Background: an optimization exercise with open tools, aiming at small area. Do not read the settings as production practice. The RTL was checked by simulation tests, not by an equivalence proof against the original design. Power is estimated from default activity; no workload was simulated.

v2:
==> flow/design.v (excerpt) <==
module activation_stream_packer #(
    parameter int unsigned DATA_WIDTH  = activation_pkg::DATA_WIDTH,
    parameter int unsigned MATRIX_SIZE = activation_pkg::MATRIX_SIZE,
    parameter int unsigned CNT_WIDTH   = 8
) (
    input  logic                                clk,
    input  logic                                rst,
    input  logic                                cfg_valid,
    output logic                                cfg_ready,
    input  logic [31:0]                         cfg_size,
    input  logic [1:0]                          cfg_func,
    input  logic                                s_valid,
    output logic                                s_ready,
    input  logic [DATA_WIDTH-1:0]               s_data,
    input  logic                                s_last,
    output logic [MATRIX_SIZE*DATA_WIDTH-1:0]   matrix_out,
    output logic [31:0]                         matrix_size_out,
    output logic [1:0]                          func_sel_out,
    output logic                                valid_out,
    output logic                                busy,
    output logic                                err_len,
    output logic                                err_cfg
);
Size: ~1,600 flip-flops.
Settings: LEC_CHECK=0, CAP_MARGIN=20, CORE_AREA=5 5 295 295, CTS_BUF_LIST=sky130_fd_sc_hd__clkbuf_8, DIE_AREA=0 0 300 300, SLEW_MARGIN=20; clock period 5.0 ns.
standard.sh (not shown) runs the stock make flow with config.mk's settings and CLKGATE_MAP_FILE= SYNTH_SCRIPT=/design/flow/synth_recipe.tcl, a recipe that flattens the netlist after the stock synthesis.
==> flow/flow/run.sh <==
#!/bin/bash
# Standard layout, with the port buffers made of the smallest buffer cell and clock tree
# synthesis without dummy loads. Each tool's full output stays in orfs/logs; make's own
# output goes to flow_make.log.
set -euo pipefail
cd "$(dirname "$0")/.."
bash standard.sh \
  BUFFER_PORTS_ARGS="-buffer_cell sky130_fd_sc_hd__buf_1" \
  CTS_ARGS="-sink_clustering_enable -repair_clock_nets -dont_use_dummy_load -buf_list sky130_fd_sc_hd__clkbuf_8" \
  finish > flow_make.log 2>&1
The log for v2 ends in I/O pin placement (3_2_place_iop) with error PPL-0024, so the run never completed.
#### Input delta (v16 over v2)
diff --git a/flow/flow/run.sh b/flow/flow/run.sh
--- a/flow/flow/run.sh
+++ b/flow/flow/run.sh
@@ -9,2 +9,3 @@
   CTS_ARGS="-sink_clustering_enable -repair_clock_nets -dont_use_dummy_load -buf_list sky130_fd_sc_hd__clkbuf_8" \
+  PLACE_PINS_ARGS="-min_distance 1 -min_distance_in_tracks" \
   finish > flow_make.log 2>&1
--- outcome ---
The final layout from v16, which completed every stage, passed the timing, DRC and antenna checks at the end of the flow.
Compared v16 against v2; die boundary width within noise.
From v16 to v2, sequential share of the synthesized area did not move at all.
As far as area after synthesis goes, v2 and v16 are indistinguishable; the numbers are identical.
v2 -> v16: synthesized netlist cell count delta 0, exact match
The area fraction in compound gates after synthesis was comparable across v2 and v16.
Re area share of xor/xnor cells in the synthesized design: no difference whatsoever between v2 and v16.


Another version of the RTL of activation_stream_packer (not shown whole).
For scale: ~3700 cells after synthesis, roughly 1700 I/O pins, roughly 0.051 mm² of cells after synthesis.
clock: 5.0 ns
lec_check: 0
cap_margin: 10
core_area: 5 5 295 295
die_area: 0 0 300 300
slew_margin: 10
synth_hierarchical: 1
synth_minimum_keep_size: 0
==> flow/flow/run.sh <==
#!/bin/bash
# Standard layout, with the port buffers made of the smallest buffer cell and clock tree
# synthesis without dummy loads, the clock pin
# placed with room around it, and synthesis's larger gates swapped for drive-1 ones before
# global placement. Each tool's full output stays in orfs/logs; make's own
# output goes to flow_make.log.
set -euo pipefail
cd "$(dirname "$0")/.."
bash standard.sh \
  BUFFER_PORTS_ARGS="-buffer_cell sky130_fd_sc_hd__buf_1" \
  CTS_ARGS="-sink_clustering_enable -repair_clock_nets -dont_use_dummy_load -buf_list sky130_fd_sc_hd__clkbuf_8 -sink_clustering_size 18 -sink_clustering_max_diameter 60" \
  PLACE_PINS_ARGS="-min_distance 1 -min_distance_in_tracks -exclude left:144-156" \
  PRE_IO_PLACEMENT_TCL="$PWD/flow/io_pre.tcl" \
  PRE_GLOBAL_PLACE_TCL="$PWD/flow/downsize.tcl" \
  finish > flow_make.log 2>&1
==> flow/flow/downsize.tcl <==
# Synthesis sizes some gates for speed the design does not need at this period. Swap every
# combinational gate for the drive-1 version of the same function; the repair steps that
# follow size up whatever then needs it.
set n_swapped 0
foreach inst [[ord::get_db_block] getInsts] {
  set name [[$inst getMaster] getName]
  if {![regexp {^(sky130_fd_sc_hd__([a-z0-9]+))_([0-9]+)$} $name -> base func drive]} { continue }
  if {$drive <= 1} { continue }
  if {[regexp {^(df|edf|sdf|dl|buf|clk|tap|conb|diode|fill|decap)} $func]} { continue }
  set small [[ord::get_db] findMaster ${base}_1]
  if {$small eq "NULL"} { continue }
  $inst swapMaster $small
  incr n_swapped
}
puts "downsize: swapped $n_swapped gates to drive 1"
==> flow/flow/io_pre.tcl <==
# Put the clock pin in the middle of the left edge, with no other pin within 6 um of it
# (place_pins below is given -exclude left:144-156), so its wiring has room.
place_pin -pin_name clk -layer met3 -location {0 150} -pin_size {0.8 0.3} -force_to_die_boundary
Rerun with:
--- a/flow/flow/run.sh
+++ b/flow/flow/run.sh
@@ -4,3 +4,3 @@
 # placed with room around it, and synthesis's larger gates swapped for drive-1 ones before
-# global placement. Each tool's full output stays in orfs/logs; make's own
+# global placement, and gates with slack to spare sized down after global routing. Each tool's full output stays in orfs/logs; make's own
 # output goes to flow_make.log.
@@ -14,2 +14,3 @@
   PRE_GLOBAL_PLACE_TCL="$PWD/flow/downsize.tcl" \
+  RECOVER_POWER=100 \
   finish > flow_make.log 2>&1
This time the run completed and failed the layout checks on capacitance limit, slew limit. Worst setup slack got worse by 560 ps. First-iteration DRC count came out lower by 1.3%. Die area stays the same. Core utilization hardly moves. Clock power stays flat. Fmax falls by 14%. Combinational power is lower by about 1%. Power hardly moves. Routed wire length is lower by 0.36%.
Rerun with:
--- a/flow/flow/run.sh
+++ b/flow/flow/run.sh
@@ -4,3 +4,3 @@
 # placed with room around it, and synthesis's larger gates swapped for drive-1 ones before
-# global placement, and gates with slack to spare sized down after global routing. Each tool's full output stays in orfs/logs; make's own
+# global placement. Each tool's full output stays in orfs/logs; make's own
 # output goes to flow_make.log.
@@ -14,3 +14,2 @@
   PRE_GLOBAL_PLACE_TCL="$PWD/flow/downsize.tcl" \
-  RECOVER_POWER=100 \
   finish > flow_make.log 2>&1
Settings changed: CAP_MARGIN 10 to 0, SLEW_MARGIN 10 to 0.
The new run finished clean.
Setup slack is better by 560 ps.
Sequential share of layout area barely changes.
Critical path depth rose by 3.
Wire length rose by 0.36%.
Final area hardly moves.
Rerun with:
--- a/flow/flow/run.sh
+++ b/flow/flow/run.sh
@@ -11,3 +11,3 @@
   CTS_ARGS="-sink_clustering_enable -repair_clock_nets -dont_use_dummy_load -buf_list sky130_fd_sc_hd__clkbuf_8 -sink_clustering_size 18 -sink_clustering_max_diameter 60" \
-  PLACE_PINS_ARGS="-min_distance 1 -min_distance_in_tracks -exclude left:144-156" \
+  PLACE_PINS_ARGS="-min_distance 1 -min_distance_in_tracks -exclude left:126.5-138.5" \
   PRE_IO_PLACEMENT_TCL="$PWD/flow/io_pre.tcl" \
==> flow/flow/io_pre.tcl (replaced) <==
# Put the clock pin in the middle of the left edge, with no other pin within 6 um of it
# (place_pins below is given -exclude left:126.5-138.5), so its wiring has room.
place_pin -pin_name clk -layer met3 -location {0 132.5} -pin_size {0.8 0.3} -force_to_die_boundary
Settings changed: CAP_MARGIN 0 to 10, CORE_AREA 5 5 295 295 to 5 5 260 260, DIE_AREA 0 0 300 300 to 0 0 265 265, PLACE_DENSITY_LB_ADDON from default to 0.05, SLEW_MARGIN 0 to 10.
After rerunning: This time the run ended with an error in global routing. Area after synthesis does not change. Synthesized cell count is unchanged.
Rerun with:
==> flow/flow/run.sh (replaced) <==
#!/bin/bash
# Standard layout, except: the port buffers are the smallest buffer cell; clock tree synthesis
# makes larger leaf clusters and no dummy loads; the clock pin sits mid-edge with room around
# it; synthesis's larger gates are swapped for drive-1 ones before global placement (repair
# sizes up what needs it); and the constant-zero outputs share one tie cell. Each tool's full
# output stays in orfs/logs; make's own output goes to flow_make.log.
set -euo pipefail
cd "$(dirname "$0")/.."
bash standard.sh \
  BUFFER_PORTS_ARGS="-buffer_cell sky130_fd_sc_hd__buf_1" \
  CTS_ARGS="-sink_clustering_enable -repair_clock_nets -dont_use_dummy_load -buf_list sky130_fd_sc_hd__clkbuf_8 -sink_clustering_size 18 -sink_clustering_max_diameter 60" \
  PLACE_PINS_ARGS="-min_distance 1 -min_distance_in_tracks -exclude left:144-156" \
  PRE_IO_PLACEMENT_TCL="$PWD/flow/io_pre.tcl" \
  PRE_GLOBAL_PLACE_TCL="$PWD/flow/downsize.tcl" \
  SKIP_REPAIR_TIE_FANOUT=1 \
  finish > flow_make.log 2>&1
==> flow/flow/io_pre.tcl (replaced) <==
# Put the clock pin in the middle of the left edge, with no other pin within 6 um of it
# (place_pins below is given -exclude left:144-156), so its wiring has room.
place_pin -pin_name clk -layer met3 -location {0 150} -pin_size {0.8 0.3} -force_to_die_boundary
Settings changed: CORE_AREA 5 5 260 260 to 5 5 295 295, DIE_AREA 0 0 265 265 to 0 0 300 300, PLACE_DENSITY_LB_ADDON 0.05 to default.
What happened: Now the flow went through all stages and came out clean. Area after synthesis stays the same. Synthesized cell count is unchanged.
Rerun with:
==> flow/flow/run.sh (replaced) <==
#!/bin/bash
# Standard layout, with the port buffers made of the smallest buffer cell and clock tree
# synthesis without dummy loads, the clock pin
# placed with room around it, and synthesis's larger gates swapped for drive-1 ones before
# global placement. Each tool's full output stays in orfs/logs; make's own
# output goes to flow_make.log.
set -euo pipefail
cd "$(dirname "$0")/.."
bash standard.sh \
  BUFFER_PORTS_ARGS="-buffer_cell sky130_fd_sc_hd__buf_1" \
  CTS_ARGS="-sink_clustering_enable -repair_clock_nets -dont_use_dummy_load -buf_list sky130_fd_sc_hd__clkbuf_8 -sink_clustering_size 18 -sink_clustering_max_diameter 60" \
  PLACE_PINS_ARGS="-min_distance 1 -min_distance_in_tracks -exclude left:144-156" \
  PRE_IO_PLACEMENT_TCL="$PWD/flow/io_pre.tcl" \
  PRE_GLOBAL_PLACE_TCL="$PWD/flow/downsize.tcl" \
  finish > flow_make.log 2>&1
--- a/flow/flow/downsize.tcl
+++ b/flow/flow/downsize.tcl
@@ -15 +15,5 @@
 puts "downsize: swapped $n_swapped gates to drive 1"
+
+# Global placement is not timing driven here, so it does not remove synthesis's buffers
+# itself; remove them before the port buffers go in, and let repair_design buffer afterwards.
+remove_buffers
Settings changed: GPL_TIMING_DRIVEN from default to 0.
Outcome:
- final area increases by 2.8%
- via count increases by 1.2%
- total power increases by 0.73%
- clock power hardly moves
- maximum frequency decreases by 20%
- area after synthesis stays the same

## separate check: timing with driven ports
The flow's constraints put no driver on any port. The routed layouts listed below were extracted and timed again, unchanged, in two steps. Step 1 sets driving cells, clkbuf_16 on the clock port and buf_2 on the other inputs (assumed; they add their load-dependent delay and slew). Step 2 moves the port delays by t, midway between the first and last clock arrival at a register: inputs arrive t later, outputs are due t later. That takes back most of the time a late clock gives input paths. a / b / c = ideal ports / drivers / drivers and shift; a / b = the first two.
run	t (ns)	slack for setup (ns)	worst hold slack (ns)	worst setup path after step 2	worst data-port slew with drivers (ns)
v16	0.935	1.605 / 1.605 / 1.003	0.422 / 0.390 / 0.459	input to register	0.14
the first run of note 2	0.776	1.461 / 1.423 / 0.647	0.484 / 0.484 / 0.484	input to register	0.14
the second run of note 2	0.774	0.902 / 0.902 / 0.203	0.481 / 0.481 / 0.481	input to register	0.14
the third run of note 2	0.776	1.461 / 1.423 / 0.647	0.484 / 0.484 / 0.484	input to register	0.14
the fifth run of note 2	0.768	1.342 / 1.342 / 0.712	0.485 / 0.485 / 0.485	input to register	0.15
the sixth run of note 2	0.775	0.426 / 0.451 / -0.325	0.473 / 0.473 / 0.473	input to register	0.25
With both steps, setup timing fails in the sixth run of note 2, where it was met with ideal ports.
